This is an optimization exercise on Yosys and OpenROAD, whose aim is small area, not a production implementation.
Function was checked by simulation only, so behaviour that the tests miss may differ from the original.
Power figures rest on the tool's default switching activity, not on a simulated workload.

## run 1
// rv_alu_core
module rv_alu_core (
    input  logic           clk,
    input  logic           arst_n,
    input  cpu_pkg::word_t instr,
    input  logic           instr_valid,
    output logic [37:0]    retire
);
    logic           dec_write;
    logic           dec_imm;
    logic           dec_lui;
    logic           s1_v;
    logic           s1_imm;
    logic           s1_lui;
    logic [31:7]    s1_ins;
    cpu_pkg::word_t rs1_data;
    cpu_pkg::word_t rs2_data;
    cpu_pkg::word_t result;
    logic           r_v;
    logic [4:0]     r_rd;
    cpu_pkg::word_t r_data;
    instr_decoder dec0 (
        .instr       (instr),
        .instr_valid (instr_valid),
        .reg_write   (dec_write),
        .is_imm      (dec_imm),
        .is_lui      (dec_lui)
    );
    always_ff @(posedge clk or negedge arst_n) begin
        if (!arst_n) begin
            s1_v <= 1'b0;
        end else begin
            s1_v <= dec_write;
        end
    end
    always_ff @(posedge clk) begin
        s1_imm <= dec_imm;
        s1_lui <= dec_lui;
        s1_ins <= instr[31:7];
    end
    register_file rf0 (
        .clk      (clk),
        .arst_n   (arst_n),
        .rs1_addr_d (instr[19:15]),
        .rs1_en_d   (!dec_lui),
        .rs2_addr_d (instr[24:20]),
        .rs2_en_d   (!dec_imm && !dec_lui),
        .ex_we      (s1_v),
        .ex_waddr   (s1_ins[11:7]),
        .rs1_data (rs1_data),
        .rs2_data (rs2_data),
        .we       (r_v),
        .waddr    (r_rd),
        .wdata    (r_data)
    );
    execute_stage ex0 (
        .ins      (s1_ins),
        .is_imm   (s1_imm),
        .is_lui   (s1_lui),
        .rs1_data (rs1_data),
        .rs2_data (rs2_data),
        .result   (result)
    );
  ...
Size in the first run: ~1200 flip-flops, ~73 I/O pins, ~47000 um2 of cells after synthesis.
Settings: LEC_CHECK=0, CAP_MARGIN=20, CORE_MARGIN=2, CORE_UTILIZATION=60, CTS_CLUSTER_DIAMETER=100, CTS_CLUSTER_SIZE=30, GPL_TIMING_DRIVEN=0, PLACE_DENSITY=0.72, SETUP_SLACK_MARGIN=0.6, SLEW_MARGIN=20, SYNTH_HIERARCHICAL=1, SYNTH_MINIMUM_KEEP_SIZE=0; clock period 6.0 ns.
standard.sh (not shown) runs the stock make flow with config.mk's settings and CLKGATE_MAP_FILE= SYNTH_SCRIPT=/design/flow/synth_recipe.tcl, a recipe that flattens the netlist after the stock synthesis.
==> flow/flow/run.sh <==
#!/bin/bash
# The standard synthesis, then the standard layout with two additions:
# ABC's buffers are removed at floorplan (REMOVE_ABC_BUFFERS), and before the
# placement-stage repair_design the drivers of high-fanout nets are sized up
# (flow/presize.tcl, run through ORFS's PRE_RESIZE_TCL hook).
set -euo pipefail
work=$(pwd)
bash standard.sh synth > "$work/synth.log" 2>&1
bash standard.sh REMOVE_ABC_BUFFERS=1 PRE_RESIZE_TCL="$work/flow/presize.tcl" finish > "$work/layout.log" 2>&1
==> flow/flow/presize.tcl <==
# Runs before the placement-stage repair_design (PRE_RESIZE_TCL). Nets with
# many loads (register-file word and bit lines, ALU controls) get a driver one
# size up, so repair_design needs few buffers on them.
proc presize_high_fanout {min_loads size} {
  set n 0
  set block [ord::get_db_block]
  foreach net [$block getNets] {
    set its [$net getITerms]
    if {[llength $its] < [expr {$min_loads + 1}]} continue
    set drv ""
    foreach it $its {
      if {[$it isOutputSignal]} { set drv [$it getInst] }
    }
    if {$drv eq ""} continue
    set m [[$drv getMaster] getName]
    regsub {_[0-9]+$} $m "_$size" m2
    if {$m2 eq $m} continue
    set cells [get_lib_cells -quiet */$m2]
    if {[llength $cells] == 0} continue
    replace_cell [get_cells [$drv getName]] [lindex $cells 0]
    incr n
  }
  puts "presize_high_fanout: resized $n drivers to size $size"
}
presize_high_fanout 16 2
Relative to run 1, the following input files were edited for run 2:
# run 1
export LEC_CHECK = 0
export CAP_MARGIN = 20
export CORE_MARGIN = 2
export CORE_UTILIZATION = 60
export CTS_CLUSTER_DIAMETER = 100
export CTS_CLUSTER_SIZE = 30
export GPL_TIMING_DRIVEN = 0
export PLACE_DENSITY = 0.72
export SETUP_SLACK_MARGIN = 0.6
export SLEW_MARGIN = 20
export SYNTH_HIERARCHICAL = 1
export SYNTH_MINIMUM_KEEP_SIZE = 0
create_clock -name core_clock -period 6.0 [get_ports {clk}]
# run 2
export LEC_CHECK = 0
export CAP_MARGIN = 20
export CORE_MARGIN = 2
export CORE_UTILIZATION = 55
export CTS_CLUSTER_DIAMETER = 100
export CTS_CLUSTER_SIZE = 30
export GPL_TIMING_DRIVEN = 0
export SLEW_MARGIN = 20
export SYNTH_HIERARCHICAL = 1
export SYNTH_MINIMUM_KEEP_SIZE = 0
create_clock -name core_clock -period 6.0 [get_ports {clk}]
==> flow/run.sh (new file) <==
#!/bin/bash
# synth_recipe.tcl (not shown) runs the flow's synth.tcl, then flattens the netlist and writes it again
# the make line also repeats each setting of config.mk as NAME=value (left out here)
make -C /OpenROAD-flow-scripts/flow DESIGN_CONFIG=/design/flow/config.mk WORK_HOME=/design/flow/orfs CLKGATE_MAP_FILE= SYNTH_SCRIPT=/design/flow/synth_recipe.tcl finish
removed: flow/flow/run.sh
removed: flow/flow/presize.tcl
removed: flow/standard.sh
==> comparison <==
Run 1 → run 2: worst setup slack lost 0.48 ns, detailed-route wire length went up 1.1%. Run 2 finished all stages; however, its layout fails the closing checks, the failures being negative setup slack. On hold path depth: between run 1 and run 2, it ends up higher for run 1. Data-path buffer share of cell area in the final layout came out higher on run 2 than on run 1. Summary — sequential share of layout area, run 2 relative to run 1: lower, by 3.1 points. Run 2 ends up with a largest driver fanout on the critical path that is 14 lower than in run 1. Against run 1, run 2 comes in about 8% lower on maximum frequency.
For run 3, these inputs were changed with respect to run 2:
# run 2
export LEC_CHECK = 0
export CAP_MARGIN = 20
export CORE_MARGIN = 2
export CORE_UTILIZATION = 55
export CTS_CLUSTER_DIAMETER = 100
export CTS_CLUSTER_SIZE = 30
export GPL_TIMING_DRIVEN = 0
export SLEW_MARGIN = 20
export SYNTH_HIERARCHICAL = 1
export SYNTH_MINIMUM_KEEP_SIZE = 0
create_clock -name core_clock -period 6.0 [get_ports {clk}]
# run 3
export LEC_CHECK = 0
export CAP_MARGIN = 20
export CORE_MARGIN = 2
export CORE_UTILIZATION = 60
export CTS_CLUSTER_DIAMETER = 100
export CTS_CLUSTER_SIZE = 30
export GPL_TIMING_DRIVEN = 0
export PLACE_DENSITY = 0.72
export SETUP_SLACK_MARGIN = 0.45
export SLEW_MARGIN = 20
export SYNTH_HIERARCHICAL = 1
export SYNTH_MINIMUM_KEEP_SIZE = 0
create_clock -name core_clock -period 6.0 [get_ports {clk}]
==> flow/flow/run.sh (new file) <==
#!/bin/bash
# The standard synthesis, then the standard layout with three changes:
# ABC's buffers are removed at floorplan (REMOVE_ABC_BUFFERS), every port is
# buffered with the smallest buffer (buf_1), and before the placement-stage
# repair_design the drivers of high-fanout nets are sized up (flow/presize.tcl,
# run through ORFS's PRE_RESIZE_TCL hook).
set -euo pipefail
work=$(pwd)
bash standard.sh synth > "$work/synth.log" 2>&1
bash standard.sh REMOVE_ABC_BUFFERS=1 \
    "BUFFER_PORTS_ARGS=-buffer_cell sky130_fd_sc_hd__buf_1" \
    PRE_RESIZE_TCL="$work/flow/presize.tcl" finish > "$work/layout.log" 2>&1
==> flow/flow/presize.tcl (new file) <==
# Runs before the placement-stage repair_design (PRE_RESIZE_TCL). Nets with
# many loads (register-file word and bit lines, ALU controls) get a driver one
# size up, so repair_design needs few buffers on them.
proc presize_high_fanout {min_loads size} {
  set n 0
  set block [ord::get_db_block]
  foreach net [$block getNets] {
    set its [$net getITerms]
    if {[llength $its] < [expr {$min_loads + 1}]} continue
    set drv ""
    foreach it $its {
      if {[$it isOutputSignal]} { set drv [$it getInst] }
    }
    if {$drv eq ""} continue
    set m [[$drv getMaster] getName]
    regsub {_[0-9]+$} $m "_$size" m2
    if {$m2 eq $m} continue
    set cells [get_lib_cells -quiet */$m2]
    if {[llength $cells] == 0} continue
    replace_cell [get_cells [$drv getName]] [lindex $cells 0]
    incr n
  }
  puts "presize_high_fanout: resized $n drivers to size $size"
}
presize_high_fanout 16 2
==> flow/standard.sh (new file) <==
#!/bin/bash
# synth_recipe.tcl (not shown) runs the flow's synth.tcl, then flattens the netlist and writes it again
# the make line also repeats each setting of config.mk as NAME=value (left out here)
make -C /OpenROAD-flow-scripts/flow DESIGN_CONFIG=/design/flow/config.mk WORK_HOME=/design/flow/orfs CLKGATE_MAP_FILE= SYNTH_SCRIPT=/design/flow/synth_recipe.tcl "${@:-finish}"
removed: flow/run.sh
Results
Per the final summary, run 3 finished and its layout is clean on timing, DRC and antenna.
Worst-case setup margin in the final layout delta (run 3 − run 2): favourable
Run 3 vs. run 2: switching share of power shows no meaningful change; area of the core region shrank by 7400 um2; overall routing resource usage rose 0.68 points; detailed-placement wirelength estimate went down.
Comparing run 3 and run 2, the lower via count of the first global-routing pass is on run 3.
For the peak per-stage delay on the critical path, run 3 came in 0.10 ns lower than run 2 did.
Looking only at count of clock-buffer cells in the layout, and setting everything else aside, the lower value of run 3 and run 2 goes to run 3.
Re wire length: run 3 is about 5.5% down on run 2.

static timing again, ports no longer ideal:
The results above use ideal ports. As a check the final layouts listed here were re-extracted and re-timed, cells and wires unchanged.
Step 1 assumes that a clkbuf_16 drives the clock port and a buf_2 every other input.
Step 2 moves the port delays by t, midway between the first and last clock arrival at a register: inputs arrive t later, outputs are due t later. That takes back most of the time a late clock gives input paths.
a / b / c = ideal ports / drivers / drivers and shift; a / b = the first two.
run | t (ns) | slack for setup (ns) | clock arrival spread, ns | worst register clock-pin slew, ns | cell pins on the clock port's net
run 1 | 0.726 | 0.451 / 0.451 / 0.451 | 0.053 / 0.053 | 0.12 / 0.12 | 1
run 2 | 0.722 | -0.028 / -0.028 / -0.028 | 0.057 / 0.057 | 0.12 / 0.12 | 1
run 3 | 0.720 | 0.315 / 0.315 / 0.315 | 0.050 / 0.050 | 0.12 / 0.12 | 1
